Background: an optimization exercise with open tools, aiming at small area. Do not read the settings as production practice.
In this exercise RTL edits were held to simulation tests only and were not proved equivalent to the original.
Power is estimated from default activity; no workload was simulated.

`flow/design.v`:
```
`default_nettype none
package commandTimersPkg;
    typedef enum logic [1:0] {
        opCheck = 2'b00,
        opWait  = 2'b01,
        opClear = 2'b10,
        opSet   = 2'b11
    } timerOp_e;
    typedef struct packed {
        logic                            isStore;
        logic                            cmdBit;
        logic [$clog2(8)-1:0] select;
        logic                            prescale;
        logic [27-1:0]     waitTime;
        logic [3:0]                      regDest;
    } timerCmd_t;
    typedef struct packed {
        logic [3:0]  regDest;
        logic [31:0] data;
    } timerResult_t;
endpackage
`default_nettype wire
`default_nettype none
module commandTimers
(
    input  wire logic                         clk,
    input  wire logic                         arstN,
    input  wire logic                         ioInAck,
    output logic                              ioInReq,
    input  wire logic [3:0]                   minorOpcodeIn,
    input  wire logic [3:0]                   registerDestIn,
    input  wire logic [16-1:0] dataAddrIn,
    input  wire logic [16-1:0] dataIn,
    output logic      [8-1:0]      timerOutAck,
    input  wire logic [8-1:0]      timerOutReq,
    output logic [8*5-1:0]        resultOut
);
    localparam int NT = 8;
    logic [2:0]  phase;
    logic [15:0] lowHalf;
    logic        cmdValid;
    logic        pStore;
    logic        pBusy;      
    logic [2:0]  pSel;
    logic [3:0]  pTag;
    logic        beatFire;
    logic        highFire;
    logic        setWrite;
    logic [2:0]  sel;
    logic [26:0] waitTime;
    logic        prescale;
    logic [31:0] scaledWait;
    logic        waitOk;
    logic [11:0] highBits;   
    logic        late;       
    logic [2:0]  ringSel;
    logic [26:0] ringWait;
    logic        ringPrescale;
    logic [31:0] ringScaled;
    logic        ringWrite;
    logic [2:0]  ringPos;
    logic [2:0]  ringUntil;
    logic [2:0]  untilPass;
    logic [31:0] passSpan;
    logic        nearIn;
    logic [2:0]  lastLoIn;
    logic [27:0]   ring [NT];
    logic [2:0]    lastLo [NT];
    logic [NT-1:0] near;       
    logic [NT-1:0] busy;
    logic [NT-1:0] waitPending;
    logic [NT-1:0] slotTag0, slotTag1, slotTag2, slotTag3;
    logic [NT-1:0] slotData;
    logic [NT-1:0] ready;
    logic [NT-1:0] accept;
    assign ioInReq  = !cmdValid;
    assign beatFire = ioInAck && !cmdValid;
    assign highFire = beatFire && dataAddrIn[0];
    assign setWrite = highFire && minorOpcodeIn[2];
    assign sel      = dataIn[14:12];
    assign waitTime = {dataIn[10:0], lowHalf};
    assign prescale = dataIn[11];
    assign scaledWait = prescale ? {waitTime, 5'd0} : {5'd0, waitTime};
    assign waitOk = prescale ? ((waitTime != '0) && (!waitTime[26] || (waitTime[25:0] == '0)))
                             : (waitTime[26:1] != '0);
    assign untilPass = sel - phase - 3'd1;
    assign nearIn = (scaledWait[31:4] == '0) && ({1'b0, scaledWait[3:0]} <= {2'b0, untilPass} + 5'd1);
    assign lastLoIn = phase + scaledWait[2:0];
    assign ringSel = late ? pSel : sel;
    assign ringWait = {late ? highBits[10:0] : dataIn[10:0], lowHalf};
    assign ringPrescale = late ? highBits[11] : dataIn[11];
    assign ringScaled = ringPrescale ? {ringWait, 5'd0} : {5'd0, ringWait};
    assign ringPos = phase + 3'd1 - ringSel;
    assign ringWrite = late || (setWrite && !ringPos[0]);
    assign ringUntil = 3'd0 - ringPos;
    assign passSpan = ringScaled - 32'(ringUntil) - 32'd2 - 32'(late);
    always_ff @(posedge clk) begin
        highBits <= dataIn[11:0];
        late     <= setWrite && ringPos[0];
    end
    always_ff @(posedge clk or negedge arstN) begin
        if (!arstN) begin
            phase <= '0;
        end else begin
            phase <= phase + 3'd1;
        end
    end
    always_ff @(posedge clk) begin
        if (beatFire && !dataAddrIn[0]) begin
            lowHalf <= dataIn;
        end
    end
    always_ff @(posedge clk) begin
        if (!cmdValid) begin
            pStore <= minorOpcodeIn[2];
            pBusy  <= dataIn[15] && (!minorOpcodeIn[2] || waitOk);
            pSel   <= sel;
            pTag   <= registerDestIn;
        end
    end
    always_ff @(posedge clk or negedge arstN) begin
        if (!arstN) begin
            cmdValid <= 1'b0;
        end else if (highFire) begin
            cmdValid <= 1'b1;
        end else if (accept != '0) begin
            cmdValid <= 1'b0;
        end
    end
    for (genvar s = 0; s < NT; s++) begin : genRing
        always_ff @(posedge clk) begin
            if ((s % 2 == 0) && ringWrite && (ringPos == 3'(s))) begin
                ring[s] <= passSpan[30:3];
            end else if (s == 1) begin
                ring[s] <= ring[0] - 28'd1;
            end else begin
                ring[s] <= ring[(s + NT - 1) % NT];
            end
        end
    end
    for (genvar i = 0; i < NT; i++) begin : genTimer
        assign ready[i]  = pStore || (!timerOutAck[i] && !waitPending[i]);
        assign accept[i] = cmdValid && (pSel == 3'(i)) && ready[i];
        always_ff @(posedge clk) begin
            if (setWrite && (sel == 3'(i))) begin
                lastLo[i] <= lastLoIn;
            end
        end
        always_ff @(posedge clk) begin
            if (setWrite && (sel == 3'(i))) begin
                near[i] <= nearIn;
            end else if (phase == 3'(i)) begin
                near[i] <= (ring[0] == '0);
            end
        end
        always_ff @(posedge clk or negedge arstN) begin
            if (!arstN) begin
                busy[i] <= 1'b0;
            end else if (accept[i] && pStore) begin
                busy[i] <= pBusy;
            end else if (near[i] && (phase == lastLo[i])) begin
                busy[i] <= 1'b0;
            end
        end
        always_ff @(posedge clk or negedge arstN) begin
            if (!arstN) begin
                waitPending[i] <= 1'b0;
            end else if (accept[i] && !pStore && pBusy) begin
                waitPending[i] <= 1'b1;
            end else if (!busy[i]) begin
                waitPending[i] <= 1'b0;
            end
        end
        always_ff @(posedge clk or negedge arstN) begin
            if (!arstN) begin
                timerOutAck[i] <= 1'b0;
            end else if (timerOutAck[i]) begin
                timerOutAck[i] <= !timerOutReq[i];
            end else begin
                timerOutAck[i] <= (accept[i] && !pStore && !pBusy) || (waitPending[i] && !busy[i]);
            end
        end
        always_ff @(posedge clk) begin
            if (accept[i] && !pStore) begin
                {slotTag3[i], slotTag2[i], slotTag1[i], slotTag0[i]} <= pTag;
                slotData[i] <= !pBusy && busy[i];
            end
        end
        assign resultOut[i*5 +: 5] = {slotTag3[i], slotTag2[i], slotTag1[i], slotTag0[i], slotData[i]};
    end
endmodule
`default_nettype wire
```
`flow/flow/run.sh`:
```
#!/bin/bash
# The standard layout, with single-drive port buffers and a clock tree
# built from mid-size buffers without dummy loads.
set -euo pipefail
export BUFFER_PORTS_ARGS="-buffer_cell sky130_fd_sc_hd__buf_1"
export CTS_ARGS="-sink_clustering_enable -repair_clock_nets -buf_list sky130_fd_sc_hd__clkbuf_8 -sink_clustering_size 18 -sink_clustering_max_diameter 60 -dont_use_dummy_load"
bash standard.sh > standard.log 2>&1
```
`flow/standard.sh`:
```
#!/bin/bash
# synth_recipe.tcl (not shown) runs the flow's synth.tcl, then flattens the netlist and writes it again
# the make line also repeats each setting of config.mk as NAME=value (left out here)
make -C /OpenROAD-flow-scripts/flow DESIGN_CONFIG=/design/flow/config.mk WORK_HOME=/design/flow/orfs CLKGATE_MAP_FILE= SYNTH_SCRIPT=/design/flow/synth_recipe.tcl "${@:-finish}"
```
`flow/config.mk`:
```
export PLATFORM = sky130hd
export DESIGN_NAME = commandTimers
export DESIGN_NICKNAME = commandTimers
export VERILOG_FILES = /design/flow/design.v
export SDC_FILE = /design/flow/constraint.sdc
export NUM_CORES = 4
export LEC_CHECK = 0
export CAP_MARGIN = 0
export CORE_MARGIN = 2
export CORE_UTILIZATION = 60
export CTS_BUF_LIST = sky130_fd_sc_hd__clkbuf_8
export CTS_CLUSTER_DIAMETER = 60
export CTS_CLUSTER_SIZE = 18
export SLEW_MARGIN = 0
```
`flow/constraint.sdc`:
```
create_clock -name core_clock -period 7.0 [get_ports {clk}]
set_input_delay 1.4000 -clock core_clock [delete_from_list [all_inputs] [get_ports {clk}]]
set_output_delay 1.4000 -clock core_clock [all_outputs]
set_load 0.01 [all_outputs]
```
==> qor.yml, run 1 <==
fin_area_um2: 14250
placementRows: 54
setup_viol: 0
critPathCaptureType: "flop"
path_max_fanout: 13
yosysWarnings: 3
finalNetCount: 1270
synth_ff_type: "dfxtp_1"
cts_max_level: 1
die_w_um: 152.8
synth_cell_type_count: 62
cts_buffer_depth: 3
maxSlewHeadroom_pct: 35.44
leakagePower_nw: 5.569
drt_wl_total_um: 26840
hold_end: "ring[5][18]"
rsz0062_at_grt: "no"
core_um2: 21760
dpl.hpwl_um: 18190
initial_utilization_pct: 61.03
synth.cell_area_um2: 13280
cts_sinks: 362
rr_worst_depth: 17
final_common_cell: "dfxtp_1"
finalSetupTns_ns: 0
finalMaxSlewViolations: 0
worstReg2RegStart: "phase[0]"
die_area_um2: 23340
worstPathRequired_ns: 7.47
synthArstFlopShare_pct: 7.735
place_area_um2: 13900
tritoncts: "done"
intPower_mw: 3.236
ant_nets: 0
min-delay-path-class: "reg -> reg"
synth_seq_cells: 362
grt_pass1_vias: 7893
gp_congestion: 0.8416
cp.arrival_ns: 5.98
seqPwrFrac_pct: 65.9
max_freq_ghz: 0.1812
die_h_um: 152.8
period_minus_slack_ns: 5.519
max_cap_violations: 0
drcViolationCount: 0
grt_usage_pct: 22.94
area_growth_pct: 7.313
nFillCells: 1750
total_power_mw: 4.334
antenna_cells: 0
outcome: "complete, no violations"
antenna_found_initial: 0
wl_per_cell_um: 18.26
port_buffers: 81
finalHoldViolCount: 0
fin_hold_ws_ns: 0.3021
synth_area_leaders: "dfxtp_1 (36%), edfxtp_1 (22%), dfrtp_1 (5.3%), mux2_2 (4.7%), xnor2_1 (3.2%)"
yosysSeqAreaShare_pct: 62.95
holdCritStartpoint: "ring[4][18]"
switchingPower_mw: 1.099
syn_nets: 1187
p_per_area_nw_per_um2: 304.2
gr-total-overflow: 0
pwr-share-comb_pct: 13.0
ios: 100
fin_worst_skew_ns: 0.03857
vias: 8160
cts_inserted_buffers: 25
startpoint_type: "flop"
avgViaCountPerCell: 5.551
ir_worst_vdd_mv: 0.2438
syn_area_per_cell_um2: 11.97
clock_latency_ns: 0.57
holdPathStages: 0
synth_top_area_share_pct: 35.73
path_clk_slew_ns: 0.10
grt_max_degree: 46
drt_iter0_markers: 413
synthCells: 1109
cts_hold_buf: 0
tightest_slew_ns: 0.9650
synth_edf_count: 97
rrSetupSlack_ns: 1.48
clkPwrFrac_pct: 21.1
final_cell_mix: "dfxtp_1 (237), nand2_1 (105), edfxtp_1 (97)"
drive_above_1_share_pct: 9.496
cts_resized: 0
clockRootBuffer: "clkbuf_8"
fin_crit_sh_pct: 78.84
first_pass_iters: 5
grt_pass1_wl_um: 42930
synth_top_area_cell: "dfxtp_1"
r2r-end: "ring[2][13]"
critPathKind: "reg -> reg"
post-cts-setup-buffers: 0
sw_frac_of_total_pct: 25.35
registers in the layout, indices dropped and copies added, names as in the netlist, 12 cells and up:
register,flops
highBits,12
lastLo,24
ring,224
lowHalf,16
synth_stat cells (all sizes together) (3+ instances only):
| cell | number |
|---|---|
| a41oi | 6 |
| nand3 | 19 |
| a21oi | 24 |
| xor2 | 27 |
| inv | 40 |
| mux2 | 56 |
| or2 | 4 |
| a22oi | 5 |
| nand2b | 14 |
| dfrtp | 28 |
| buf | 10 |
| xnor2 | 49 |
| nand3b | 5 |
| a22o | 8 |
| ha | 24 |
| o21ai | 76 |
| nor2b | 10 |
| a221oi | 9 |
| a21o | 4 |
| dfxtp | 237 |
| nor4 | 15 |
| nand2 | 107 |
| mux2i | 40 |
| clkbuf | 31 |
| and2 | 5 |
| nor2 | 57 |
| o41ai | 5 |
| nand4 | 10 |
| and3 | 3 |
| o31ai | 14 |
| nor3 | 31 |
| a211oi | 5 |
| or3 | 7 |
| fa | 3 |
| edfxtp | 97 |
power by group through the flow:
stage	clock, mW	combinational, mW	sequential [mW]
after floorplan	0	0.421	2.85
after global placement	0	0.555	2.89
after detailed placement	0	0.565	2.90
after CTS	0.943	0.571	2.86
after global routing	1.01	0.647	2.91
final	0.913	0.564	2.86
critical path, cell delays in order, from the launching register on:
cell      delay, ns
dfrtp_1        0.82
inv_1          0.21
ha_1           0.37
inv_1          0.07
fa_1           0.43
xor2_1         0.17
xnor2_1        0.32
ha_1           0.29
ha_1           0.27
inv_1          0.04
ha_1           0.28
nor2b_1        0.13
a221o_2        0.47
a211oi_1       0.61
nand2_1        0.20
a21oi_1        0.15
o21ai_0        0.25
mux2_2         0.35
through the flow:
step	cells	utilization (%)	setup WS (ns)
finish	1470	65.49	1.481
floorplan	1109	-	1.720
global placement	1445	63.91	1.041
detailed placement	1445	63.91	1.002
CTS	1470	65.49	1.508
global route	1470	65.49	1.054
kinds of logic after synthesis:
group	after synthesis	share of synthesized area [%]
buffers and inverters	81	2.384
adder cells (fa/ha/maj)	27	2.714
AO/OA/AOI/OAI	174	8.528
AND/OR/NAND/NOR	293	10.65
multiplexers	96	7.765
flip-flops	362	62.95
XOR/XNOR	76	5.013
layout make-up:
type	count	area, µm²	area share (%)
Inverter	40	150.1	1.054
Tap cell	280	350.3	2.459
Sequential cell	362	8358	58.66
Multi-Input combinational cell	666	4622	32.44
Timing Repair Buffer	97	424.2	2.977
Clock buffer	25	344.1	2.415
how the worst max path moves through the flow:
stage / startpoint / slack, ns / to / cells past startpoint
after CTS: phase[0] / 1.51 / ring[2][13] / 17
final: phase[0] / 1.48 / ring[2][13] / 17
after global placement: dataIn[13] / 1.04 / ring[2][10] / 18
after detailed placement: dataIn[13] / 1.00 / ring[2][13] / 18
after floorplan: dataIn[12] / 1.72 / ring[2][25] / 16
after global routing: phase[0] / 1.05 / ring[0][13] / 17
layer usage:
metal | up-vias | wire [µm] | GRT usage [%]
met2 | 214 | 13180 | 39.48
met4 | 0 | 499 | 4.674
li1 | 4039 | - | -
met3 | 43 | 1378 | 2.844
met1 | 3864 | 11790 | 31.62
met5 | - | 0 | 0
==> run 2: changes to the inputs <==
--- a/flow/config.mk
+++ b/flow/config.mk
@@ -6,9 +6,9 @@
 export NUM_CORES = 4
 export LEC_CHECK = 0
-export CAP_MARGIN = 0
+export CAP_MARGIN = 20
 export CORE_MARGIN = 2
-export CORE_UTILIZATION = 60
+export CORE_UTILIZATION = 75
 export CTS_BUF_LIST = sky130_fd_sc_hd__clkbuf_8
 export CTS_CLUSTER_DIAMETER = 60
 export CTS_CLUSTER_SIZE = 18
-export SLEW_MARGIN = 0
+export SLEW_MARGIN = 20
==> qor.yml, run 2 <==
fin_worst_skew_ns: 0.03118  # was 0.03857 ns
avgViaCountPerCell: 6.106  # was 5.551
drt_iter0_markers: 827  # was 413
cts_buffer_depth: 3  # unchanged
finalSetupTns_ns: 0  # unchanged
grt_pass1_wl_um: 43460  # was 42930 µm
synthArstFlopShare_pct: 7.735  # unchanged
drt_wl_total_um: 28070  # was 26840 µm
synth_cell_type_count: 62  # unchanged
largest_reg_flops: 224  # unchanged
path_max_fanout: 11  # was 13
cpLargestDelayFamily: "adder cells"  # unchanged
yosysMostFrequentCell: "dfxtp_1"  # unchanged
outcome: "complete, no violations"  # unchanged
critPathMaxStageDelay_ns: 0.43  # was 0.82 ns
synth_area_leaders: "dfxtp_1 (36%), edfxtp_1 (22%), dfrtp_1 (5.3%), mux2_2 (4.7%), xnor2_1 (3.2%)"  # unchanged
grt_usage_pct: 30.25  # was 22.94%
finalHoldViolCount: 0  # unchanged
cts_sinks: 362  # unchanged
grt_pass1_vias: 8142  # was 7893
drive_above_1_share_pct: 9.267  # was 9.496%
leakagePower_nw: 5.552  # was 5.569 nW
startpoint_type: "input port"  # was flop
max_freq_ghz: 0.1811  # was 0.1812 GHz
grt_max_degree: 46  # unchanged
synth_edf_count: 97  # unchanged
worst_slack_ns: 1.479  # was 1.481 ns
synthCells: 1109  # unchanged
synth_ff_type: "dfxtp_1"  # unchanged
area_growth_pct: 6.587  # was 7.313%
synth_top_area_cell: "dfxtp_1"  # unchanged
seqCellArea_um2: 8358  # unchanged
gr-total-overflow: 0  # unchanged
period_minus_slack_ns: 5.521  # was 5.519 ns
critPathKind: "in -> reg"  # was reg -> reg
syn_nets: 1187  # unchanged
antenna_cells: 0  # unchanged
maxSlewHeadroom_pct: 32.62  # was 35.44%
total_power_mw: 4.371  # was 4.334 mW
synth_seq_cells: 362  # unchanged
min-delay-path-class: "reg -> reg"  # unchanged
multi_input_area_um2: 4626  # was 4622 µm²
crit_chain: "buf_1 > buf_4 > mux2_2 > ha_1 > fa_1 > xor2_1 > xnor2_1 > ha_1 > ha_1 > inv_1 > ha_1 > and4b_1 > a221o_2 > a221oi_4 > nand3_4 > nor4_4 > xor2_1 > o21ai_0"  # was inv_1 > ha_1 > inv_1 > fa_1 > xor2_1 > xnor2_1 > ha_1 > ha_1 > inv_1 > ha_1 > nor2b_1 > a221o_2 > a211oi_1 > nand2_1 > a21oi_1 > o21ai_0 > mux2_2
wl_per_cell_um: 19.88  # was 18.26 µm
top_register: "ring"  # unchanged
finalNetCount: 1267  # was 1270
synth_top_area_share_pct: 35.73  # unchanged
cp_num_buf_inv: 3  # unchanged
rsz0062_at_grt: "no"  # unchanged
dpl.hpwl_um: 19230  # was 18190 µm
max_cap_violations: 0  # unchanged
worstPathRequired_ns: 7.40  # was 7.47 ns
cts_resized: 0  # unchanged
yosys-top-cells-count: "dfxtp_1 (237), nand2_1 (107), edfxtp_1 (97)"  # unchanged
drcViolationCount: 0  # unchanged
clockRootBuffer: "clkbuf_8"  # unchanged
cts_max_level: 1  # unchanged
setup_viol: 0  # unchanged
syn_area_per_cell_um2: 11.97  # unchanged
ios: 100  # unchanged
placementRows: 48  # was 54
final_common_cell: "dfxtp_1"  # unchanged
yosysWarnings: 3  # unchanged
slowest_stage: "a221o_2"  # was dfrtp_1
final_cell_mix: "dfxtp_1 (237), nand2_1 (106), edfxtp_1 (97)"  # was dfxtp_1 (237), nand2_1 (105), edfxtp_1 (97)
fin_hold_ws_ns: 0.3288  # was 0.3021 ns
fin_crit_sh_pct: 78.86  # was 78.84%
die_area_um2: 18780  # was 23340 µm²
ant_nets: 0  # unchanged
tritoncts: "done"  # unchanged
yosysSeqAreaShare_pct: 62.95  # unchanged
vias: 8621  # was 8160
p_per_area_nw_per_um2: 308.9  # was 304.2 nW/µm²
die_w_um: 137.1  # was 152.8 µm
gp_congestion: 0.9425  # was 0.8416
core_um2: 17300  # was 21760 µm²
reg_top3: "ring (224), lastLo (24), lowHalf (16)"  # unchanged
finalMaxSlewViolations: 0  # unchanged
synth.cell_area_um2: 13280  # unchanged
path_clk_slew_ns: 0.11  # was 0.10 ns
antenna_found_initial: 0  # unchanged
post-cts-setup-buffers: 0  # unchanged
critPathCaptureType: "flop"  # unchanged
port_buffers: 81  # unchanged
cts_hold_buf: 0  # unchanged
nFillCells: 1011  # was 1750
ir_worst_vdd_mv: 0.3309  # was 0.2438 mV
clock_latency_ns: 0.56  # was 0.57 ns
die_h_um: 137.1  # was 152.8 µm
first_pass_iters: 5  # unchanged
cp.arrival_ns: 5.92  # was 5.98 ns
tightest_slew_ns: 1.007  # was 0.9650 ns
place_ws_ns: 0.8871  # was 1.002 ns
initial_utilization_pct: 76.77  # was 61.03%
cts_inserted_buffers: 24  # was 25
worst_path_most_repeated_cell: "ha_1"  # unchanged
run 2: cell types whose count changed in the layout (fill, tap and decap cells not counted), sizes merged:
cell | previous run | this run
clkbuf | 25 | 24
buf | 97 | 95
run 2: worst paths after layout:
kind	slack, ns	to	cells after the start	start
max reg2reg	1.51	ring[4][25]	17	phase[0]
min reg2reg	0.33	ring[7][10]	0	ring[6][10]
max	1.48	ring[4][25]	18	dataIn[12]
min in group asynchronous	0.83	phase[2]	2	arstN
max in group asynchronous	5.88	timerOutAck[0]	2	arstN
min	0.33	ring[7][10]	0	ring[6][10]
run 2: kinds of logic after synthesis:
logic type / after synthesis / synth area share (%)
compound gates: 174 / 8.528
mux: 96 / 7.765
flops: 362 / 62.95
simple gates: 293 / 10.65
buf+inv: 81 / 2.384
fa+ha+maj: 27 / 2.714
xor+xnor: 76 / 5.013
run 2: per-layer routing:
metal / track usage, % / up-vias / part of all wire, %
met4: 7.388 / 0 / 1.9
met3: 4.815 / 46 / 7.0
met5: 0 / - / 0
met2: 48.31 / 351 / 47
met1: 43.86 / 4184 / 44
li1: - / 4040 / -
run 2: cell type report:
class	count	share of cell area [%]
sequential	362	59.06
multi-input combinational	666	32.69
timing repair buffer	95	2.873
clock buffer	24	2.334
tap	225	1.989
inverter	40	1.061
run 2: metrics by stage:
stage | instance area, µm² | cells | util, %
after floorplan | 13280 | 1109 | -
after global placement | 13810 | 1387 | 79.85
after detailed placement | 13820 | 1388 | 79.88
after CTS | 14150 | 1412 | 81.79
after global routing | 14150 | 1412 | 81.82
final | 14150 | 1412 | 81.82
run 2: where the power goes:
| group | internal, mW | leakage [nW] | switching, mW |
|---|---|---|---|
| Clock | 0.309 | 0.173 | 0.590 |
| Sequential | 2.66 | 3.26 | 0.220 |
| Combinational | 0.256 | 2.12 | 0.335 |
| Total | 3.23 | 5.55 | 1.15 |
==> run 3: changes to the inputs <==
--- a/flow/config.mk
+++ b/flow/config.mk
@@ -8,5 +8,5 @@
 export CAP_MARGIN = 20
 export CORE_MARGIN = 2
-export CORE_UTILIZATION = 75
+export CORE_UTILIZATION = 60
 export CTS_BUF_LIST = sky130_fd_sc_hd__clkbuf_8
 export CTS_CLUSTER_DIAMETER = 60
==> qor.yml, run 3 <==
finalHoldViolCount: 0  # unchanged
synth_area_leaders: "dfxtp_1 (36%), edfxtp_1 (22%), dfrtp_1 (5.3%), mux2_2 (4.7%), xnor2_1 (3.2%)"  # unchanged
die_area_um2: 23340  # was 18780 µm²
ir_worst_vdd_mv: 0.2438  # was 0.3309 mV
intPower_mw: 3.236  # was 3.226 mW
cts_hold_buf: 0  # unchanged
core_um2: 21760  # was 17300 µm²
period_minus_slack_ns: 5.519  # was 5.521 ns
post-cts-setup-buffers: 0  # unchanged
p_per_area_nw_per_um2: 304.2  # was 308.9 nW/µm²
fin_crit_sh_pct: 78.84  # was 78.86%
crit_chain: "inv_1 > ha_1 > inv_1 > fa_1 > xor2_1 > xnor2_1 > ha_1 > ha_1 > inv_1 > ha_1 > nor2b_1 > a221o_2 > a211oi_1 > nand2_1 > a21oi_1 > o21ai_0 > mux2_2"  # was buf_1 > buf_4 > mux2_2 > ha_1 > fa_1 > xor2_1 > xnor2_1 > ha_1 > ha_1 > inv_1 > ha_1 > and4b_1 > a221o_2 > a221oi_4 > nand3_4 > nor4_4 > xor2_1 > o21ai_0
yosysMostFrequentCell: "dfxtp_1"  # unchanged
outcome: "complete, no violations"  # unchanged
synth_top_area_share_pct: 35.73  # unchanged
yosysSeqAreaShare_pct: 62.95  # unchanged
worstPathRequired_ns: 7.47  # was 7.40 ns
synth_top_area_cell: "dfxtp_1"  # unchanged
critPathKind: "reg -> reg"  # was in -> reg
grt_pass1_wl_um: 42930  # was 43460 µm
tritoncts: "done"  # unchanged
synthCells: 1109  # unchanged
tightest_slew_ns: 0.9650  # was 1.007 ns
grt_pass1_vias: 7893  # was 8142
drive_above_1_share_pct: 9.496  # was 9.267%
ant_nets: 0  # unchanged
drt_wl_total_um: 26840  # was 28070 µm
drt_iter0_markers: 413  # was 827
top_register: "ring"  # unchanged
cts_sinks: 362  # unchanged
die_h_um: 152.8  # was 137.1 µm
clkPwrFrac_pct: 21.1  # was 20.6%
min-delay-path-class: "reg -> reg"  # unchanged
first_pass_iters: 5  # unchanged
startpoint_type: "flop"  # was input port
antenna_cells: 0  # unchanged
fin_util_pct: 65.49  # was 81.82%
fin_worst_skew_ns: 0.03857  # was 0.03118 ns
switchingPower_mw: 1.099  # was 1.145 mW
synth.cell_area_um2: 13280  # unchanged
vias: 8160  # was 8621
critPathCaptureType: "flop"  # unchanged
gp_congestion: 0.8416  # was 0.9425
synth_ff_type: "dfxtp_1"  # unchanged
initial_utilization_pct: 61.03  # was 76.77%
rr_worst_depth: 17  # unchanged
synth_edf_count: 97  # unchanged
total_power_mw: 4.334  # was 4.371 mW
reg_top3: "ring (224), lastLo (24), lowHalf (16)"  # unchanged
holdPathStages: 0  # unchanged
finalNetCount: 1270  # was 1267
yosys-top-cells-count: "dfxtp_1 (237), nand2_1 (107), edfxtp_1 (97)"  # unchanged
path_max_fanout: 13  # was 11
dpl.hpwl_um: 18190  # was 19230 µm
place_ws_ns: 1.002  # was 0.8871 ns
die_w_um: 152.8  # was 137.1 µm
max_cap_violations: 0  # unchanged
worst_path_most_repeated_cell: "ha_1"  # unchanged
cts_max_level: 1  # unchanged
synthArstFlopShare_pct: 7.735  # unchanged
cp_num_buf_inv: 3  # unchanged
final_cell_mix: "dfxtp_1 (237), nand2_1 (105), edfxtp_1 (97)"  # was dfxtp_1 (237), nand2_1 (106), edfxtp_1 (97)
area_growth_pct: 7.313  # was 6.587%
cpLargestDelayFamily: "adder cells"  # unchanged
gr-total-overflow: 0  # unchanged
max_freq_ghz: 0.1812  # was 0.1811 GHz
clockRootBuffer: "clkbuf_8"  # unchanged
yosysWarnings: 3  # unchanged
cts_inserted_buffers: 25  # was 24
wl_per_cell_um: 18.26  # was 19.88 µm
rsz0062_at_grt: "no"  # unchanged
clock_latency_ns: 0.57  # was 0.56 ns
worstReg2RegStart: "phase[0]"  # unchanged
cts_resized: 0  # unchanged
avgViaCountPerCell: 5.551  # was 6.106
path_clk_slew_ns: 0.10  # was 0.11 ns
critPathMaxStageDelay_ns: 0.82  # was 0.43 ns
ios: 100  # unchanged
seqPwrFrac_pct: 65.9  # about the same
finalSetupTns_ns: 0  # unchanged
final_common_cell: "dfxtp_1"  # unchanged
synth_cell_type_count: 62  # unchanged
setup_viol: 0  # unchanged
antenna_found_initial: 0  # unchanged
syn_area_per_cell_um2: 11.97  # unchanged
cp.arrival_ns: 5.98  # was 5.92 ns
cts_buffer_depth: 3  # unchanged
sw_frac_of_total_pct: 25.35  # was 26.20%
worst_slack_ns: 1.481  # was 1.479 ns
grt_max_degree: 46  # unchanged
port_buffers: 81  # unchanged
rrSetupSlack_ns: 1.48  # was 1.51 ns
largest_reg_flops: 224  # unchanged
drcViolationCount: 0  # unchanged
syn_nets: 1187  # unchanged
pwr-share-comb_pct: 13.0  # was 13.5%
grt_usage_pct: 22.94  # was 30.25%
slowest_stage: "dfrtp_1"  # was a221o_2
leakagePower_nw: 5.569  # was 5.552 nW
hold_end: "ring[5][18]"  # was ring[7][10]
synth_seq_cells: 362  # unchanged
placementRows: 54  # was 48
holdCritStartpoint: "ring[4][18]"  # was ring[6][10]
r2r-end: "ring[2][13]"  # was ring[4][25]
maxSlewHeadroom_pct: 35.44  # was 32.62%
finalMaxSlewViolations: 0  # unchanged
run 3: cell count changes in the layout (fill, tap and decap cells not counted):
cell and delta:
nor4_1 +1, nand2_1 -1, clkbuf_8 +1, buf_4 +3, nor4_2 -1, buf_2 -1
nand2_2 +1
run 3: metrics by stage:
stage	area [µm²]	instances	hold WS, ns
floorplan	13280	1109	0.3096
global placement	13900	1445	0.3096
detailed placement	13900	1445	0.3121
CTS	14250	1470	0.3077
global route	14250	1470	0.2990
finish	14250	1470	0.3021
run 3: metal layers:
layer  global-route usage, %  routed length (µm)  vias up
met5                       0                   0        -
met4                   4.674                 499        0
met3                   2.844                1378       43
met2                   39.48               13180      214
met1                   31.62               11790     3864
li1                        -                   -     4039
run 3: final cells by class:
class                   count  area (µm²)
multi-input cells         666        4622
well taps                 280       350.3
inverters                  40       150.1
clock buffers              25       344.1
repair buffers             97       424.2
flip-flops and latches    362        8358
fillers                  1750        7507
run 3: logic make-up after synthesis:
family | share of synthesized area (%)
AND/OR/NAND/NOR | 10.65
buffers and inverters | 2.384
adder cells (fa/ha/maj) | 2.714
XOR/XNOR | 5.013
AO/OA/AOI/OAI | 8.528
multiplexers | 7.765
flip-flops | 62.95
run 3: worst max-delay path by stage:
stage	from	endpoint	cells after the start
2_1_floorplan	dataIn[12]	ring[2][25]	16
3_3_place_gp	dataIn[13]	ring[2][10]	18
3_5_place_dp	dataIn[13]	ring[2][13]	18
4_1_cts	phase[0]	ring[2][13]	17
5_1_grt	phase[0]	ring[0][13]	17
6_report	phase[0]	ring[2][13]	17
run 3: power groups by stage:
stage | registers [mW] | clock network, mW | logic [mW]
floorplan | 2.85 | 0 | 0.421
CTS | 2.86 | 0.943 | 0.571
detailed placement | 2.90 | 0 | 0.565
global route | 2.91 | 1.01 | 0.647
finish | 2.86 | 0.913 | 0.564
global placement | 2.89 | 0 | 0.555
==> run 4: changes to the inputs <==
--- a/flow/design.v
+++ b/flow/design.v
@@ -62,5 +62,7 @@
     logic [2:0]  ringUntil;
     logic [2:0]  untilPass;
-    logic [31:0] passSpan;
+    logic [3:0]  spanOffset;
+    logic [4:0]  spanLow;
+    logic [27:0] passSpan;
     logic        nearIn;
     logic [2:0]  lastLoIn;
@@ -94,5 +96,18 @@
     assign ringWrite = late || (setWrite && !ringPos[0]);
     assign ringUntil = 3'd0 - ringPos;
-    assign passSpan = ringScaled - 32'(ringUntil) - 32'd2 - 32'(late);
+    assign spanOffset = {1'b0, ringUntil} + 4'd2 + 4'(late);
+    assign spanLow = {1'b0, ringScaled[3:0]} - {1'b0, spanOffset};
+    logic [26:0] spanZeros;
+    logic [26:0] spanHigh;
+    always_comb begin
+        spanZeros[0] = spanLow[4];
+        for (int k = 1; k < 27; k++) begin
+            spanZeros[k] = spanZeros[k-1] && !ringScaled[k+3];
+        end
+        for (int k = 0; k < 27; k++) begin
+            spanHigh[k] = ringScaled[k+4] ^ spanZeros[k];
+        end
+    end
+    assign passSpan = {spanHigh, spanLow[3]};
     always_ff @(posedge clk) begin
         highBits <= dataIn[11:0];
@@ -131,5 +146,5 @@
         always_ff @(posedge clk) begin
             if ((s % 2 == 0) && ringWrite && (ringPos == 3'(s))) begin
-                ring[s] <= passSpan[30:3];
+                ring[s] <= passSpan;
             end else if (s == 1) begin
                 ring[s] <= ring[0] - 28'd1;
--- a/flow/config.mk
+++ b/flow/config.mk
@@ -8,5 +8,5 @@
 export CAP_MARGIN = 20
 export CORE_MARGIN = 2
-export CORE_UTILIZATION = 60
+export CORE_UTILIZATION = 75
 export CTS_BUF_LIST = sky130_fd_sc_hd__clkbuf_8
 export CTS_CLUSTER_DIAMETER = 60
==> qor.yml, run 4 <==
nFillCells: 838  # was 1750
finalSetupTns_ns: -11.59  # was 0 ns
die_area_um2: 17920  # was 23340 µm²
synthArstFlopShare_pct: 7.735  # unchanged
yosysMostFrequentCell: "dfxtp_1"  # unchanged
avgViaCountPerCell: 5.978  # was 5.551
clockRootBuffer: "clkbuf_8"  # unchanged
critPathMaxStageDelay_ns: 0.35  # was 0.82 ns
leakagePower_nw: 5.661  # was 5.569 nW
startpoint_type: "input port"  # was flop
synth.cell_area_um2: 12650  # was 13280 µm²
placementRows: 47  # was 54
worstPathRequired_ns: 7.43  # was 7.47 ns
synth_area_leaders: "dfxtp_1 (38%), edfxtp_1 (23%), dfrtp_1 (5.5%), ha_1 (4.9%), o21ai_0 (4.9%)"  # was dfxtp_1 (36%), edfxtp_1 (22%), dfrtp_1 (5.3%), mux2_2 (4.7%), xnor2_1 (3.2%)
slowest_stage: "fa_2"  # was dfrtp_1
drive_above_1_share_pct: 12.27  # was 9.496%
period_minus_slack_ns: 7.798  # was 5.519 ns
setup_viol: 24  # was 0
maxSlewHeadroom_pct: 31.72  # was 35.44%
drt_wl_total_um: 26760  # was 26840 µm
top_register: "ring"  # unchanged
seqCellArea_um2: 8358  # unchanged
largest_reg_flops: 224  # unchanged
finalNetCount: 1255  # was 1270
critPathCaptureType: "flop"  # unchanged
die_h_um: 133.9  # was 152.8 µm
fin_crit_sh_pct: 111.4  # was 78.84%
use_met2_pct: 51.25  # was 39.48%
fin_hold_ws_ns: 0.3268  # was 0.3021 ns
synthCells: 1048  # was 1109
yosys-top-cells-count: "dfxtp_1 (237), nand2_1 (133), o21ai_0 (125)"  # was dfxtp_1 (237), nand2_1 (107), edfxtp_1 (97)
drt_iter0_markers: 587  # was 413
core_um2: 16520  # was 21760 µm²
clock_latency_ns: 0.56  # was 0.57 ns
cts_sinks: 362  # unchanged
area_growth_pct: 12.14  # was 7.313%
total_power_mw: 4.339  # was 4.334 mW
reg_top3: "ring (224), lastLo (24), lowHalf (16)"  # unchanged
worst_slack_ns: -0.7979  # was 1.481 ns
place_ws_ns: -1.575  # was 1.002 ns
grt_pass1_wl_um: 42100  # was 42930 µm
busiest_layer: "met2"  # unchanged
dpl.hpwl_um: 18380  # was 18190 µm
initial_utilization_pct: 76.55  # was 61.03%
synth_seq_cells: 362  # unchanged
finalHoldViolCount: 0  # unchanged
max_cap_violations: 0  # unchanged
grt_util_met3_pct: 4.875  # was 2.844%
multi_input_area_um2: 4444  # was 4622 µm²
synth_cell_type_count: 47  # was 62
place_area_um2: 13710  # was 13900 µm²
critPathKind: "in -> reg"  # was reg -> reg
ir_worst_vdd_mv: 0.2888  # was 0.2438 mV
fin_area_um2: 14180  # was 14250 µm²
wl_per_cell_um: 19.54  # was 18.26 µm
grt_max_degree: 56  # was 46
antenna_found_initial: 2  # was 0
port_buffers: 81  # unchanged
grt_use_met1_pct: 38.63  # was 31.62%
final_common_cell: "dfxtp_1"  # unchanged
cp_num_buf_inv: 2  # was 3
tightest_slew_ns: 1.021  # was 0.9650 ns
fin_util_pct: 85.84  # was 65.49%
finalMaxSlewViolations: 0  # unchanged
yosysWarnings: 3  # unchanged
worst_path_most_repeated_cell: "ha_4"  # was ha_1
tritoncts: "done"  # unchanged
cp.arrival_ns: 8.22  # was 5.98 ns
synth_edf_count: 97  # unchanged
cts_inserted_buffers: 24  # was 25
syn_nets: 1152  # was 1187
final_cells: 1370  # was 1470
fin_worst_skew_ns: 0.06646  # was 0.03857 ns
cpLargestDelayFamily: "adder cells"  # unchanged
die_w_um: 133.9  # was 152.8 µm
path_max_fanout: 4  # was 13
cts_max_level: 1  # unchanged
min-delay-path-class: "reg -> reg"  # unchanged
first_pass_iters: 5  # unchanged
grt_pass1_vias: 8170  # was 7893
rsz0062_at_grt: "yes"  # was no
p_per_area_nw_per_um2: 305.9  # was 304.2 nW/µm²
synth_top_area_cell: "dfxtp_1"  # unchanged
final_cell_mix: "dfxtp_1 (237), nand2_1 (131), edfxtp_1 (97)"  # was dfxtp_1 (237), nand2_1 (105), edfxtp_1 (97)
grt_usage_pct: 29.74  # was 22.94%
ant_nets: 0  # unchanged
dp.cells: 1342  # was 1445
yosysSeqAreaShare_pct: 66.07  # was 62.95%
syn_area_per_cell_um2: 12.07  # was 11.97 µm²
max_freq_ghz: 0.1282  # was 0.1812 GHz
vias: 8190  # was 8160
synth_ff_type: "dfxtp_1"  # unchanged
gp_congestion: 0.9059  # was 0.8416
synth_top_area_share_pct: 37.51  # was 35.73%
ios: 100  # unchanged
drcViolationCount: 0  # unchanged
gr-total-overflow: 0  # unchanged
path_clk_slew_ns: 0.11  # was 0.10 ns
failed_checks: "negative setup slack"
cts_buffer_depth: 3  # unchanged
outcome: "finished with violations"  # was complete, no violations
run 4: cell count changes after synthesis, moves of 6 or more:
cell | before | now
mux2_2 | 56 | 11
nand2_1 | 107 | 133
o21ai_0 | 76 | 125
ha_1 | 24 | 50
nor2_1 | 57 | 32
xor2_1 | 27 | 18
xnor2_1 | 49 | 39
a21oi_1 | 24 | 18
nor3_1 | 31 | 12
o31ai_1 | 14 | 6
clkbuf_1 | 31 | 40
run 4: layout make-up:
cell class                      instances  area share [%]
Antenna cell                            1         0.01764
Sequential cell                       362           58.92
Timing Repair Buffer                  119           4.375
Inverter                               41           1.085
Clock buffer                           24           2.329
Multi-Input combinational cell        603           31.33
Tap cell                              220           1.941
run 4: worst paths after layout:
check	startpoint	end	slack, ns	depth (start not counted)
worst max-delay path	dataIn[12]	ring[2][27]	-0.80	41
min in group asynchronous	arstN	timerOutAck[6]	0.84	2
worst min-delay path	ring[6][3]	ring[7][3]	0.33	0
worst min register to register	ring[6][3]	ring[7][3]	0.33	0
worst max register to register	phase[1]	ring[2][27]	-0.31	41
max in group asynchronous	arstN	waitPending[1]	5.87	2
run 4: report_power, final:
part	internal (mW)	switching, mW	total, mW
Sequential	2.67	0.216	2.89
Combinational	0.248	0.317	0.564
Clock	0.308	0.578	0.886
run 4: what timing repair did:
action                     4_1_cts  5_1_grt
setup endpoints to repair       28       32
hold buffers                     0        0
gates resized for setup         10       15
setup buffers                    1        1
pin swaps                       14        8
run 4: logic make-up (layout without fill, tap and decap cells):
family | count (synthesis) | count (layout) | share of synthesized area [%]
AOI/OAI and AO/OA | 189 | 189 | 8.586
xor gates and xnor gates | 57 | 57 | 3.947
DFF | 362 | 362 | 66.07
and+or+nand+nor | 258 | 258 | 9.763
other | 0 | 1 | 0
buffers and inverters | 83 | 184 | 2.463
adders and majority gates | 53 | 53 | 5.420
muxes | 46 | 46 | 3.749
run 4: layer usage:
layer / share of wire, % / vias to the layer above
met5: 0.041 / -
met4: 3.1 / 2
met3: 6.6 / 73
met2: 49 / 320
met1: 41 / 3961
li1: - / 3834
==> run 5: changes to the inputs <==
--- a/flow/config.mk
+++ b/flow/config.mk
@@ -8,5 +8,5 @@
 export CAP_MARGIN = 20
 export CORE_MARGIN = 2
-export CORE_UTILIZATION = 75
+export CORE_UTILIZATION = 60
 export CTS_BUF_LIST = sky130_fd_sc_hd__clkbuf_8
 export CTS_CLUSTER_DIAMETER = 60
==> qor.yml, run 5 <==
die_h_um: 149.2  # was 133.9 µm
avgViaCountPerCell: 5.419  # was 5.978
maxSlewHeadroom_pct: 46.76  # was 31.72%
yosys-top-cells-count: "dfxtp_1 (237), nand2_1 (133), o21ai_0 (125)"  # unchanged
wl_per_cell_um: 17.79  # was 19.54 µm
largest_reg_flops: 224  # unchanged
tritoncts: "done"  # unchanged
placementRows: 53  # was 47
switchingPower_mw: 1.088  # was 1.110 mW
vias: 7728  # was 8190
final_common_cell: "dfxtp_1"  # unchanged
period_minus_slack_ns: 7.755  # was 7.798 ns
first_pass_iters: 5  # unchanged
total_power_mw: 4.336  # was 4.339 mW
reg_top3: "ring (224), lastLo (24), lowHalf (16)"  # unchanged
yosysSeqAreaShare_pct: 66.07  # unchanged
synth_area_leaders: "dfxtp_1 (38%), edfxtp_1 (23%), dfrtp_1 (5.5%), ha_1 (4.9%), o21ai_0 (4.9%)"  # unchanged
fin_hold_ws_ns: 0.3157  # was 0.3268 ns
min-delay-path-class: "reg -> reg"  # unchanged
clock_latency_ns: 0.57  # was 0.56 ns
ant_nets: 0  # unchanged
clockRootBuffer: "clkbuf_8"  # unchanged
critPathMaxStageDelay_ns: 0.39  # was 0.35 ns
cts_sinks: 362  # unchanged
syn_area_per_cell_um2: 12.07  # unchanged
initial_utilization_pct: 60.56  # was 76.55%
port_buffers: 81  # unchanged
die_w_um: 149.2  # was 133.9 µm
synth_edf_count: 97  # unchanged
cp.arrival_ns: 8.20  # was 8.22 ns
leakagePower_nw: 5.697  # was 5.661 nW
max_freq_ghz: 0.1289  # was 0.1282 GHz
synth_cell_type_count: 47  # unchanged
outcome: "finished with violations"  # unchanged
holdCritStartpoint: "ring[6][26]"  # was ring[6][3]
max_cap_violations: 0  # unchanged
gp_congestion: 0.7811  # was 0.9059
pwr-share-comb_pct: 12.8  # was 13.0%
dpl.hpwl_um: 17650  # was 18380 µm
path_max_fanout: 4  # unchanged
area_growth_pct: 12.94  # was 12.14%
path_clk_slew_ns: 0.10  # was 0.11 ns
tightest_slew_ns: 0.7929  # was 1.021 ns
antenna_found_initial: 0  # was 2
gr-total-overflow: 0  # unchanged
antenna_cells: 0  # was 1
clkPwrFrac_pct: 21.0  # was 20.4%
synthArstFlopShare_pct: 7.735  # unchanged
synth_top_area_cell: "dfxtp_1"  # unchanged
synth_ff_type: "dfxtp_1"  # unchanged
ir_worst_vdd_mv: 0.2445  # was 0.2888 mV
intPower_mw: 3.248  # was 3.229 mW
critPathKind: "in -> reg"  # unchanged
final_cell_mix: "dfxtp_1 (237), nand2_1 (131), edfxtp_1 (97)"  # unchanged
drt_iter0_markers: 342  # was 587
grt_pass1_wl_um: 40540  # was 42100 µm
p_per_area_nw_per_um2: 303.5  # was 305.9 nW/µm²
sw_frac_of_total_pct: 25.09  # was 25.58%
drcViolationCount: 0  # unchanged
grt_max_degree: 56  # unchanged
fin_worst_skew_ns: 0.04637  # was 0.06646 ns
rsz0062_at_grt: "yes"  # unchanged
worstPathRequired_ns: 7.45  # was 7.43 ns
nFillCells: 1606  # was 838
crit_start: "dataIn[12]"  # unchanged
cts_inserted_buffers: 25  # was 24
yosysMostFrequentCell: "dfxtp_1"  # unchanged
worst_slack_ns: -0.7552  # was -0.7979 ns
finalHoldViolCount: 0  # unchanged
holdPathStages: 0  # unchanged
drt_wl_total_um: 25370  # was 26760 µm
finalMaxSlewViolations: 0  # unchanged
grt_usage_pct: 23.37  # was 29.74%
critPathCaptureType: "flop"  # unchanged
synthCells: 1048  # unchanged
core_um2: 20890  # was 16520 µm²
fin_area_um2: 14290  # was 14180 µm²
cts_hold_buf: 0  # unchanged
finalNetCount: 1257  # was 1255
synth_top_area_share_pct: 37.51  # unchanged
setup_viol: 24  # unchanged
worstReg2RegStart: "pSel[0]"  # was phase[1]
drive_above_1_share_pct: 12.60  # was 12.27%
die_area_um2: 22260  # was 17920 µm²
grt_pass1_vias: 7558  # was 8170
seqPwrFrac_pct: 66.2  # was 66.6%
startpoint_type: "input port"  # unchanged
cts_buffer_depth: 3  # unchanged
fin_crit_sh_pct: 110.8  # was 111.4%
fin_util_pct: 68.39  # was 85.84%
synth_seq_cells: 362  # unchanged
synth.cell_area_um2: 12650  # unchanged
worst_path_most_repeated_cell: "ha_4"  # unchanged
ios: 100  # unchanged
slowest_stage: "fa_2"  # unchanged
rr_worst_depth: 40  # was 41
top_register: "ring"  # unchanged
yosysWarnings: 3  # unchanged
failed_checks: "negative setup slack"  # unchanged
cts_max_level: 1  # unchanged
syn_nets: 1152  # unchanged
place_area_um2: 13800  # was 13710 µm²
run 5: changes by cell type in the layout (fill, tap and decap cells not counted), moves of 2 or more:
cell     before  now
ha_1         22   20
ha_4         27   29
nand2_2       2    0
o21ai_1      18   23
nand2_4       0    2
o21ai_2      16   11
run 5: kinds of logic after synthesis:
| family | after synthesis | share of synthesized area (%) |
|---|---|---|
| muxes | 46 | 3.749 |
| xor gates and xnor gates | 57 | 3.947 |
| and+or+nand+nor | 258 | 9.763 |
| DFF | 362 | 66.07 |
| buffers and inverters | 83 | 2.463 |
| AOI/OAI and AO/OA | 189 | 8.586 |
| adders and majority gates | 53 | 5.420 |
run 5: path summary, 6_finish.rpt:
kind / to / slack (ns)
setup / recovery: ring[0][27] / -0.76
hold / removal: ring[7][26] / 0.32
setup reg to reg: ring[0][27] / -0.22
hold reg to reg: ring[7][26] / 0.32
max in group asynchronous: busy[0] / 5.60
min in group asynchronous: timerOutAck[6] / 0.88
run 5: cell type report:
class | instances | area [µm²] | share of cell area, %
Multi-Input combinational cell | 603 | 4483 | 31.38
Sequential cell | 362 | 8358 | 58.50
Timing Repair Buffer | 120 | 603.1 | 4.221
Inverter | 41 | 153.9 | 1.077
Tap cell | 275 | 344.1 | 2.408
Clock buffer | 25 | 344.1 | 2.408
run 5: stage by stage:
stage	TNS, ns	cells	worst slack [ns]
finish	-10.13	1426	-0.7552
global route	-13.23	1426	-0.8989
CTS	-12.00	1426	-0.8497
detailed placement	-33.97	1400	-1.498
global placement	-29.41	1399	-1.371
floorplan	-19.69	1048	-1.080
run 5: critical path, delay by kind of cell:
| family | cells | cell delay [ns] |
|---|---|---|
| multiplexers | 1 | 0.27 |
| XOR/XNOR | 3 | 0.48 |
| buffers and inverters | 2 | 0.14 |
| adder cells (fa/ha/maj) | 31 | 5.60 |
| AO/OA/AOI/OAI | 3 | 0.27 |
| AND/OR/NAND/NOR | 1 | 0.05 |
run 5: repair_timing:
action / in CTS / in global routing
pin swaps: 13 / 15
buffers inserted: 1 / 0
endpoints found under the hold margin: 0 / 0
endpoints found under the setup margin: 27 / 32
resized for setup: 3 / 22
run 5: per-layer routing:
layer  global-route usage (%)  vias up  wire, µm
met4                    6.571        0       667
li1                         -     3823         -
met2                    39.54      156     12150
met5                        0        -         0
met3                    3.089       48      1093
met1                    31.87     3701     11460
run 5: power groups by stage:
stage               logic (mW)  clock network (mW)  registers, mW
global route             0.649                1.01           2.92
CTS                      0.540               0.937           2.87
finish                   0.557               0.909           2.87
detailed placement       0.532                   0           2.92
floorplan                0.373                   0           2.86
global placement         0.519                   0           2.90
==> run 6: changes to the inputs <==
==> flow/flow/run.sh (replaced) <==
#!/bin/bash
# The standard layout, with single-drive port buffers and a clock tree
# built from mid-size buffers without dummy loads.
set -euo pipefail
export BUFFER_PORTS_ARGS="-buffer_cell sky130_fd_sc_hd__buf_1"
export CTS_ARGS="-sink_clustering_enable -repair_clock_nets -buf_list sky130_fd_sc_hd__clkbuf_4 -sink_clustering_size 10 -sink_clustering_max_diameter 40 -dont_use_dummy_load"
bash standard.sh > standard.log 2>&1
==> qor.yml, run 6 <==
cts_buffer_depth: 3  # unchanged
leakagePower_nw: 5.722  # was 5.697 nW
yosys-top-cells-count: "dfxtp_1 (237), nand2_1 (133), o21ai_0 (125)"  # unchanged
first_pass_iters: 5  # unchanged
antenna_found_initial: 1  # was 0
grt_util_met3_pct: 3.884  # was 3.089%
failed_checks: "negative setup slack"  # unchanged
port_buffers: 81  # unchanged
synth_cell_type_count: 47  # unchanged
largest_reg_flops: 224  # unchanged
yosysSeqAreaShare_pct: 66.07  # unchanged
grt_pass1_wl_um: 40900  # was 40540 µm
place_area_um2: 13800  # unchanged
period_minus_slack_ns: 7.645  # was 7.755 ns
min-delay-path-class: "reg -> reg"  # unchanged
max_cap_violations: 0  # unchanged
tritoncts: "done"  # unchanged
initial_utilization_pct: 60.56  # unchanged
wl_per_cell_um: 17.70  # was 17.79 µm
yosysMostFrequentCell: "dfxtp_1"  # unchanged
dpl.hpwl_um: 17650  # unchanged
synth_edf_count: 97  # unchanged
outcome: "finished with violations"  # unchanged
clock_latency_ns: 0.67  # was 0.57 ns
multi_input_area_um2: 4479  # was 4483 µm²
nFillCells: 1634  # was 1606
cp.arrival_ns: 8.18  # was 8.20 ns
synth_seq_cells: 362  # unchanged
clockRootBuffer: "clkbuf_4"  # was clkbuf_8
cts_sinks: 362  # unchanged
syn_area_per_cell_um2: 12.07  # unchanged
tightest_slew_ns: 0.7567  # was 0.7929 ns
fin_hold_ws_ns: 0.3152  # was 0.3157 ns
cts_max_level: 2  # was 1
grt_use_met1_pct: 31.40  # was 31.87%
reg_top3: "ring (224), lastLo (24), lowHalf (16)"  # unchanged
setup_viol: 20  # was 24
slowest_stage: "fa_2"  # unchanged
finalMaxSlewViolations: 0  # unchanged
finalHoldViolCount: 0  # unchanged
critPathCaptureType: "flop"  # unchanged
worstPathRequired_ns: 7.54  # was 7.45 ns
cts_inserted_buffers: 45  # was 25
use_met2_pct: 39.61  # was 39.54%
grt_usage_pct: 23.76  # was 23.37%
critPathKind: "in -> reg"  # unchanged
path_max_fanout: 4  # unchanged
synth_area_leaders: "dfxtp_1 (38%), edfxtp_1 (23%), dfrtp_1 (5.5%), ha_1 (4.9%), o21ai_0 (4.9%)"  # unchanged
path_clk_slew_ns: 0.10  # about the same
grt_max_degree: 56  # unchanged
gp_congestion: 0.7811  # unchanged
startpoint_type: "input port"  # unchanged
rsz0062_at_grt: "yes"  # unchanged
synth_top_area_share_pct: 37.51  # unchanged
worst_path_most_repeated_cell: "ha_4"  # unchanged
fin_area_um2: 14280  # was 14290 µm²
fin_worst_skew_ns: 0.06539  # was 0.04637 ns
die_h_um: 149.2  # unchanged
area_growth_pct: 12.88  # was 12.94%
syn_nets: 1152  # unchanged
core_um2: 20890  # unchanged
busiest_layer: "met2"  # unchanged
ir_worst_vdd_mv: 0.2034  # was 0.2445 mV
drcViolationCount: 0  # unchanged
p_per_area_nw_per_um2: 303.3  # was 303.5 nW/µm²
final_common_cell: "dfxtp_1"  # unchanged
yosysWarnings: 3  # unchanged
vias: 7871  # was 7728
max_freq_ghz: 0.1308  # was 0.1289 GHz
synth_top_area_cell: "dfxtp_1"  # unchanged
maxSlewHeadroom_pct: 49.19  # was 46.76%
drt_wl_total_um: 25610  # was 25370 µm
die_w_um: 149.2  # unchanged
worst_slack_ns: -0.6451  # was -0.7552 ns
ant_nets: 0  # unchanged
synth_ff_type: "dfxtp_1"  # unchanged
seqCellArea_um2: 8358  # unchanged
synth.cell_area_um2: 12650  # unchanged
grt_pass1_vias: 7785  # was 7558
fin_crit_sh_pct: 109.2  # was 110.8%
drt_iter0_markers: 287  # was 342
final_cell_mix: "dfxtp_1 (237), nand2_1 (131), edfxtp_1 (97)"  # unchanged
top_register: "ring"  # unchanged
die_area_um2: 22260  # unchanged
synthCells: 1048  # unchanged
finalNetCount: 1277  # was 1257
placementRows: 53  # unchanged
synthArstFlopShare_pct: 7.735  # unchanged
ios: 100  # unchanged
total_power_mw: 4.330  # was 4.336 mW
critPathMaxStageDelay_ns: 0.39  # about the same
avgViaCountPerCell: 5.440  # was 5.419
gr-total-overflow: 0  # unchanged
drive_above_1_share_pct: 14.01  # was 12.60%
==> run 6: cell counts after synthesis <==
Identical to the previous run, type by type.
==> run 6: final cells by class <==
type                            count  share of cell area (%)
Antenna cell                        1                 0.01753
Clock buffer                       45                   2.366
Inverter                           41                   1.078
Multi-Input combinational cell    603                   31.37
Sequential cell                   362                   58.53
Tap cell                          275                   2.410
Timing Repair Buffer              120                   4.224
==> run 6: final timing paths <==
check,startpoint,endpoint,slack [ns],cells past startpoint
setup reg to reg,pSel[0],ring[0][27],-0.20,40
hold / removal,ring[2][12],ring[3][12],0.32,0
min in group asynchronous,arstN,timerOutAck[7],0.80,1
setup / recovery,dataIn[12],ring[0][27],-0.65,41
max in group asynchronous,arstN,waitPending[6],5.66,1
hold reg to reg,ring[2][12],ring[3][12],0.32,0
==> run 6: per-layer routing <==
layer | vias to the layer above | wire length, µm
met5 | - | 0
li1 | 3881 | -
met1 | 3736 | 11370
met3 | 60 | 1146
met4 | 0 | 920
met2 | 194 | 12170
==> run 6: timing repair <==
item                                    in CTS  in global routing
gates resized for setup                      3                 21
pin swaps                                   13                 15
buffers inserted                             1                  0
hold buffers                                 0                  0
endpoints found under the setup margin      24                 28
==> run 6: power by group <==
part | total, mW | internal [mW] | leakage (nW) | switching [mW]
registers | 2.87 | 2.67 | 3.28 | 0.198
logic | 0.556 | 0.255 | 2.24 | 0.301
clock network | 0.904 | 0.297 | 0.207 | 0.608
==> run 6: critical path, delay by kind of cell <==
| family | cells | cell delay [ns] |
|---|---|---|
| compound gates | 3 | 0.27 |
| xor+xnor | 3 | 0.47 |
| buf+inv | 2 | 0.14 |
| mux | 1 | 0.27 |
| fa+ha+maj | 31 | 5.59 |
| simple gates | 1 | 0.05 |
==> run 6: cells by family after synthesis <==
| logic type | after synthesis | synth area share, % |
|---|---|---|
| xor+xnor | 57 | 3.947 |
| simple gates | 258 | 9.763 |
| buf+inv | 83 | 2.463 |
| flops | 362 | 66.07 |
| mux | 46 | 3.749 |
| compound gates | 189 | 8.586 |
| fa+ha+maj | 53 | 5.420 |
==> run 6: through the flow <==
| step | util [%] | std cells | TNS, ns | setup slack (ns) |
|---|---|---|---|---|
| after global placement | 66.04 | 1399 | -29.41 | -1.371 |
| after CTS | 67.77 | 1446 | -9.187 | -0.7295 |
| after detailed placement | 66.07 | 1400 | -33.97 | -1.498 |
| after floorplan | - | 1048 | -19.69 | -1.080 |
| final | 68.36 | 1447 | -7.981 | -0.6451 |
| after global routing | 68.36 | 1447 | -10.65 | -0.7802 |
==> run 7: changes to the inputs <==
--- a/flow/design.v
+++ b/flow/design.v
@@ -62,7 +62,5 @@
     logic [2:0]  ringUntil;
     logic [2:0]  untilPass;
-    logic [3:0]  spanOffset;
-    logic [4:0]  spanLow;
-    logic [27:0] passSpan;
+    logic [31:0] passSpan;
     logic        nearIn;
     logic [2:0]  lastLoIn;
@@ -96,18 +94,5 @@
     assign ringWrite = late || (setWrite && !ringPos[0]);
     assign ringUntil = 3'd0 - ringPos;
-    assign spanOffset = {1'b0, ringUntil} + 4'd2 + 4'(late);
-    assign spanLow = {1'b0, ringScaled[3:0]} - {1'b0, spanOffset};
-    logic [26:0] spanZeros;
-    logic [26:0] spanHigh;
-    always_comb begin
-        spanZeros[0] = spanLow[4];
-        for (int k = 1; k < 27; k++) begin
-            spanZeros[k] = spanZeros[k-1] && !ringScaled[k+3];
-        end
-        for (int k = 0; k < 27; k++) begin
-            spanHigh[k] = ringScaled[k+4] ^ spanZeros[k];
-        end
-    end
-    assign passSpan = {spanHigh, spanLow[3]};
+    assign passSpan = ringScaled - 32'(ringUntil) - 32'd2 - 32'(late);
     always_ff @(posedge clk) begin
         highBits <= dataIn[11:0];
@@ -146,5 +131,5 @@
         always_ff @(posedge clk) begin
             if ((s % 2 == 0) && ringWrite && (ringPos == 3'(s))) begin
-                ring[s] <= passSpan;
+                ring[s] <= passSpan[30:3];
             end else if (s == 1) begin
                 ring[s] <= ring[0] - 28'd1;
==> flow/flow/run.sh (replaced) <==
#!/bin/bash
# The standard layout with three changes:
#  - synthesis maps the logic with ABC's area-oriented mapper (amap) instead
#    of the delay-oriented script; registers, passes and naming are unchanged
#  - single-drive port buffers
#  - a clock tree of mid-size buffers without dummy loads
set -euo pipefail
work=$PWD

# A copy of ORFS's scripts that differs only in the ABC area script
rm -rf "$work/scripts"
cp -r "$FLOW_HOME/scripts" "$work/scripts"
printf 'strash\ndc2\ndch -f\namap\ntopo\nstime -c\ndnsize -c\n' > "$work/scripts/abc_area.script"

export BUFFER_PORTS_ARGS="-buffer_cell sky130_fd_sc_hd__buf_1"
export CTS_ARGS="-sink_clustering_enable -repair_clock_nets -buf_list sky130_fd_sc_hd__clkbuf_8 -sink_clustering_size 18 -sink_clustering_max_diameter 60 -dont_use_dummy_load"

bash standard.sh SCRIPTS_DIR="$work/scripts" ABC_AREA=1 synth > "$work/synth.log" 2>&1
bash standard.sh finish > "$work/layout.log" 2>&1
--- a/flow/config.mk
+++ b/flow/config.mk
@@ -8,5 +8,5 @@
 export CAP_MARGIN = 20
 export CORE_MARGIN = 2
-export CORE_UTILIZATION = 60
+export CORE_UTILIZATION = 70
 export CTS_BUF_LIST = sky130_fd_sc_hd__clkbuf_8
 export CTS_CLUSTER_DIAMETER = 60
==> qor.yml, run 7 <==
synth_cell_type_count: 36  # was 47
synth_top_area_cell: "dfxtp_1"  # unchanged
avgViaCountPerCell: 5.821  # was 5.440
antenna_cells: 0  # was 1
synth_seq_cells: 362  # unchanged
fin_worst_skew_ns: 0.05531  # was 0.06539 ns
worst_slack_ns: -0.9263  # was -0.6451 ns
antenna_found_initial: 0  # was 1
synthCells: 1113  # was 1048
drt_wl_total_um: 26520  # was 25610 µm
slowest_stage: "fa_2"  # unchanged
clock_latency_ns: 0.57  # was 0.67 ns
finalHoldViolCount: 0  # unchanged
yosysWarnings: 3  # unchanged
rsz0062_at_grt: "yes"  # unchanged
critPathMaxStageDelay_ns: 0.40  # was 0.39 ns
final_cell_mix: "dfxtp_1 (237), nor2_1 (158), a21oi_1 (130)"  # was dfxtp_1 (237), nand2_1 (131), edfxtp_1 (97)
startpoint_type: "input port"  # unchanged
p_per_area_nw_per_um2: 326.5  # was 303.3 nW/µm²
dp.cells: 1469  # was 1400
min-delay-path-class: "reg -> reg"  # unchanged
worstPathRequired_ns: 7.45  # was 7.54 ns
final_common_cell: "dfxtp_1"  # unchanged
first_pass_iters: 5  # unchanged
wl_per_cell_um: 17.35  # was 17.70 µm
grt_pass1_wl_um: 41490  # was 40900 µm
leakagePower_nw: 5.418  # was 5.722 nW
fin_crit_sh_pct: 113.2  # was 109.2%
synth_area_leaders: "dfxtp_1 (39%), edfxtp_1 (24%), a21oi_1 (6.5%), dfrtp_1 (5.7%), nor2_1 (5.7%)"  # was dfxtp_1 (38%), edfxtp_1 (23%), dfrtp_1 (5.5%), ha_1 (4.9%), o21ai_0 (4.9%)
fin_area_um2: 14370  # was 14280 µm²
die_w_um: 136.0  # was 149.2 µm
path_max_fanout: 4  # unchanged
ant_nets: 0  # unchanged
grt_usage_pct: 28.53  # was 23.76%
fin_util_pct: 83.65  # was 68.36%
cts_buffer_depth: 3  # unchanged
critPathKind: "in -> reg"  # unchanged
period_minus_slack_ns: 7.926  # was 7.645 ns
grt_max_degree: 57  # was 56
cts_sinks: 362  # unchanged
yosys-top-cells-count: "dfxtp_1 (237), nor2_1 (185), a21oi_1 (158)"  # was dfxtp_1 (237), nand2_1 (133), o21ai_0 (125)
gp_congestion: 0.8595  # was 0.7811
path_clk_slew_ns: 0.10  # about the same
die_h_um: 136.0  # was 149.2 µm
placementRows: 48  # was 53
critPathCaptureType: "flop"  # unchanged
synth_top_area_share_pct: 38.88  # was 37.51%
ir_worst_vdd_mv: 0.3004  # was 0.2034 mV
place_area_um2: 13490  # was 13800 µm²
final_cells: 1528  # was 1447
setup_viol: 32  # was 20
cts_max_level: 1  # was 2
dpl.hpwl_um: 17410  # was 17650 µm
gr-total-overflow: 0  # unchanged
synth_ff_type: "dfxtp_1"  # unchanged
synth.cell_area_um2: 12200  # was 12650 µm²
initial_utilization_pct: 71.04  # was 60.56%
finalMaxSlewViolations: 0  # unchanged
cts_inserted_buffers: 24  # was 45
cp.arrival_ns: 8.38  # was 8.18 ns
outcome: "finished with violations"  # unchanged
finalNetCount: 1383  # was 1277
tritoncts: "done"  # unchanged
syn_nets: 1191  # was 1152
grt_pass1_vias: 8375  # was 7785
place_ws_ns: -1.673  # was -1.498 ns
clockRootBuffer: "clkbuf_8"  # was clkbuf_4
yosysMostFrequentCell: "dfxtp_1"  # unchanged
worst_path_most_repeated_cell: "nor2_4"  # was ha_4
port_buffers: 81  # unchanged
reg_top3: "ring (224), lastLo (24), lowHalf (16)"  # unchanged
failed_checks: "negative setup slack"  # unchanged
max_freq_ghz: 0.1262  # was 0.1308 GHz
top_register: "ring"  # unchanged
synthArstFlopShare_pct: 7.735  # unchanged
maxSlewHeadroom_pct: 43.63  # was 49.19%
tightest_slew_ns: 0.8455  # was 0.7567 ns
vias: 8895  # was 7871
cpLargestDelayFamily: "simple AND/OR/NAND/NOR gates"  # was adder cells
cp_num_buf_inv: 25  # was 2
synth_edf_count: 97  # unchanged
drt_iter0_markers: 718  # was 287
max_cap_violations: 0  # unchanged
largest_reg_flops: 224  # unchanged
drcViolationCount: 0  # unchanged
drive_above_1_share_pct: 16.12  # was 14.01%
core_um2: 17180  # was 20890 µm²
syn_area_per_cell_um2: 10.96  # was 12.07 µm²
die_area_um2: 18500  # was 22260 µm²
ios: 100  # unchanged
area_growth_pct: 17.75  # was 12.88%
yosysSeqAreaShare_pct: 68.50  # was 66.07%
## run 7: where the power goes
group,switching (mW),internal [mW],total (mW)
logic,0.480,0.337,0.817
clock network,0.584,0.309,0.893
registers,0.234,2.75,2.98
## run 7: area by class of cell
cell class	count	area (µm²)
Inverter	98	460.4
Multi-Input combinational cell	653	3958
Tap cell	225	281.5
Clock buffer	24	330.3
Sequential cell	362	8358
Timing Repair Buffer	166	979.7
Fill cell	963	2809
## run 7: cell families after synthesis
group	share of synthesized area, %
AOI/OAI and AO/OA	13.90
DFF	68.50
adders and majority gates	2.953
buffers and inverters	3.015
and+or+nand+nor	11.63
## run 7: worst paths after layout
check | from | to | slack, ns | cells past startpoint
worst max register to register | phase[0] | ring[4][27] | -0.57 | 60
worst min register to register | ring[4][27] | ring[5][27] | 0.29 | 0
worst max-delay path | dataIn[12] | ring[4][27] | -0.93 | 61
min in group asynchronous | arstN | waitPending[0] | 0.89 | 1
max in group asynchronous | arstN | phase[2] | 5.59 | 1
worst min-delay path | ring[4][27] | ring[5][27] | 0.29 | 0
## run 7: per-layer routing
metal,vias up,track usage (%),wire [µm]
met5,-,0,0
met4,0,7.697,520
met3,48,4.549,1796
met2,329,48.63,13090
met1,4249,38.35,11110
li1,4269,-,-
## run 7: metrics by stage
step / total power [mW] / hold WS [ns] / TNS [ns]
after global routing: 4.931 / 0.2967 / -34.08
after floorplan: 3.456 / 0.3096 / -23.35
after detailed placement: 3.758 / 0.3121 / -49.94
after CTS: 4.665 / 0.2877 / -13.89
final: 4.691 / 0.2908 / -19.59
after global placement: 3.691 / 0.3102 / -37.07
## run 7: repair_timing
action / CTS / global route
setup endpoints to repair: 36 / 40
cloned: 0 / 0
buffers inserted: 28 / 10
gates resized for setup: 33 / 48
hold buffers: 0 / 0
endpoints found under the hold margin: 0 / 0
pin swaps: 15 / 40

==> afterwards: timing with drivers on the ports <==
The flow's constraints put no driver on any port. The routed layouts listed below were extracted and timed again, unchanged, in two steps. Step 1, drivers: a clkbuf_16 drives clk and a buf_2 each remaining input, both assumed. Step 2 times the ports against the registers' clock, not the clock port: input delays grow and output delays shrink by t, the midpoint of the rising clock arrivals with the driver on. a / b / c = no drivers / after step 1 / after step 2; a / b = the first two.
run | t, ns | setup slack, ns | worst setup path at the end | worst slew at a driven data input, ns | cell pins on the clock port's net
run 1 | 0.595 | 1.481 / 1.481 / 0.982 | input to register | 0.07 | 1
run 2 | 0.585 | 1.479 / 1.501 / 0.916 | input to register | 0.07 | 1
run 3 | 0.595 | 1.481 / 1.481 / 0.982 | input to register | 0.07 | 1
run 4 | 0.564 | -0.798 / -0.801 / -1.365 | input to register | 0.08 | 1
run 5 | 0.595 | -0.755 / -0.745 / -1.339 | input to register | 0.06 | 1
run 6 | 0.674 | -0.645 / -0.637 / -1.312 | input to register | 0.06 | 1
run 7 | 0.585 | -0.926 / -0.937 / -1.521 | input to register | 0.07 | 1
For run 6, which loses most, drivers alone change the setup slack by +0.008 ns; drivers and shift together by -0.667 ns.
